What follows belongs to an exercise in optimizing a design on an open flow for small area, a short achievable clock period and few clock cycles per item; a production flow would make more cautious choices. Where RTL was checked, it was by simulation tests only, not by an equivalence proof against the original. No activity file was given, so power comes from the tool's default toggle rates.

Setup of run 1:
## line_follow_steering_core
module line_follow_steering_core (
   input  logic        clock,
   input  logic        reset,
   input  logic        req_valid,
   output logic        req_stall,
   input  logic [22:0] req_word,
   output logic        rsp_valid,
   input  logic        rsp_stall,
   output logic [17:0] rsp_word,
   input  logic        csr_write_en,
   input  logic [2:0]  csr_index,
   input  logic [15:0] csr_data
);
Settings: LEC_CHECK=0, CAP_MARGIN=20, CORE_MARGIN=2, CORE_UTILIZATION=40, CTS_BUF_LIST=sky130_fd_sc_hd__clkbuf_8, CTS_CLUSTER_SIZE=40, PLACE_DENSITY=0.75, SLEW_MARGIN=20, SYNTH_HIERARCHICAL=1; clock period 11.0 ns.
standard.sh (not shown) runs the stock make flow with config.mk's settings and CLKGATE_MAP_FILE= SYNTH_SCRIPT=/design/flow/synth_recipe.tcl, a recipe that flattens the netlist after the stock synthesis.
==> flow/flow/run.sh <==
#!/bin/bash
set -euo pipefail
MARGIN=$(cat flow/margin.txt)
bash standard.sh SETUP_SLACK_MARGIN="$MARGIN" TNS_END_PERCENT=100 REMOVE_ABC_BUFFERS=1 \
  BUFFER_PORTS_ARGS="-buffer_cell sky130_fd_sc_hd__buf_1" finish > flow_make.log 2>&1
==> flow/flow/margin.txt <==
6.8
Run 1 reached the end of the flow, and the finished layout is clean on the timing, DRC and antenna checks.
Testbench counts of run 1, summed over its fixed seeds: cycles 19,776, items 19,200.
Changes in run 2 relative to run 1:
Settings: PLACE_DENSITY removed (was 0.75).
==> flow/flow/margin.txt <==
7.0
==> comparison <==
Run 1 -> run 2: area taken by flip-flops and latches increased slightly. End point of the critical path = o_w[14]: run 1; end point of the critical path = o_w[11]: run 2. Per the comparison of run 2 with run 1, clock distribution area overhead in the final layout did not really move, net switching fraction of the power went down, first-iteration DRC count went down, worst setup slack went up, placed wire-length estimate went up. Finished layout cell area deteriorates in run 2 relative to run 1. Run 2 vs. run 1: wire length the detailed router placed on met1 went up by about 6%. Compared with run 1, run 2 shows post-layout minimum cycle time lower by 0.19 ns.
What run 3 does differently from run 2 at the input level:
Settings: CORE_UTILIZATION now 55, was 40; PLACE_DENSITY now 0.7, previously not set.
==> flow/flow/margin.txt <==
6.8
==> comparison <==
Compared with run 2, run 3 shows a higher portion of the clock cycle consumed by the worst path in the final layout.
Summary of run 3 over run 2: finished layout cell area lost 5.1%; synthesized cell count did not really move; core area fell by about 27%.
Filler-free cell count of the finished design (run 2 / run 3): 1.09
Looking only at net switching fraction of the power, and setting everything else aside, the lower value of run 2 and run 3 goes to run 3.
Die area | run 3 < run 2
[diff] post-place setup slack, run 3 relative to run 2: regression
Max non-clock buffer count across run 2 and run 3: run 2
Summary — total placed instance area, run 3 relative to run 2: lower, by 160 sq um.
Run 3 vs. run 2: clock input transition at the sequential cells of the worst setup and hold paths went down by 0.02 ns.

---

Setup of run A:
Another version of the RTL of line_follow_steering_core (not shown whole).
Size in the first run: ~2200 cells after synthesis.
Design line_follow_steering_core, start of the top module:
module line_follow_steering_core (
   input  logic        clock,
   input  logic        reset,
   input  logic        req_valid,
   output logic        req_stall,
   input  logic [22:0] req_word,
   output logic        rsp_valid,
   input  logic        rsp_stall,
   output logic [17:0] rsp_word,
   input  logic        csr_write_en,
   input  logic [2:0]  csr_index,
   input  logic [15:0] csr_data
);
Settings: LEC_CHECK=0, CAP_MARGIN=20, CORE_MARGIN=2, CORE_UTILIZATION=40, CTS_BUF_LIST=sky130_fd_sc_hd__clkbuf_8, CTS_CLUSTER_SIZE=40, SLEW_MARGIN=20, SYNTH_HIERARCHICAL=1; clock period 11.0 ns.
==> flow/flow/margin.txt <==
6.8
Scripts as last shown in full above: flow/flow/run.sh
Run A: full flow OK, the timing, DRC and antenna checks passed
The following lists how run X was set up differently from run A:
Settings: CTS_BUF_LIST removed (was sky130_fd_sc_hd__clkbuf_8); CTS_CLUSTER_SIZE removed (was 40).
==> flow/flow/run.sh <==
#!/bin/bash
set -euo pipefail
MARGIN=$(cat flow/margin.txt)
bash standard.sh SETUP_SLACK_MARGIN="$MARGIN" TNS_END_PERCENT=100 \
  BUFFER_PORTS_ARGS="-buffer_cell sky130_fd_sc_hd__buf_2" finish > flow_make.log 2>&1
==> flow/flow/margin.txt <==
6
- Diff run A -> run X: leakage power shows a reduction of about 1.6%, met3 usage in global routing shows an increase of 1.9 points, cell count shows a reduction of 55, critical path required time shows a reduction of 80 ps, period utilization shows an increase of 5.2 points.
- Routed wire length, run X vs run A: up by a few percent
- Run X ended up with a higher global-route track usage on met2 than run A did.
- Looking at launching element of the worst setup path, the base[0] result is from run X; the kg[1] one comes from run A.
Function was not checked in any run of this note: the RTL went through the layout flow alone.

[what the ideal ports hide]
In the flow no input, the clock included, has a driving cell. The finished layouts below were timed again as built, in two steps.
Step 1, drivers: a clkbuf_16 drives clock and a buf_2 each remaining input, both assumed.
Step 2 moves the port delays by t, midway between the first and last clock arrival at a register: inputs arrive t later, outputs are due t later. That takes back most of the time a late clock gives input paths.
Slacks: ideal ports / drivers / drivers and shift; pairs: ideal ports / drivers.
run | t (ns) | slack for setup (ns) | worst slew at a driven data input, ns | cell pins on the clock port's net
run 1 | 0.548 | 6.787 / 6.787 / 6.409 | 0.06 | 1
run 2 | 0.570 | 6.976 / 6.976 / 6.571 | 0.05 | 1
run 3 | 0.548 | 6.897 / 6.897 / 6.408 | 0.04 | 1
run A | 0.581 | 6.840 / 6.840 / 6.385 | 0.05 | 1
run X | 0.510 | 6.274 / 6.274 / 6.274 | 0.05 | 1
After both steps every run listed still meets setup and hold. The setup slack of run 3, which loses most, moves by 0.000 ns with the drivers and by -0.489 ns with both steps.
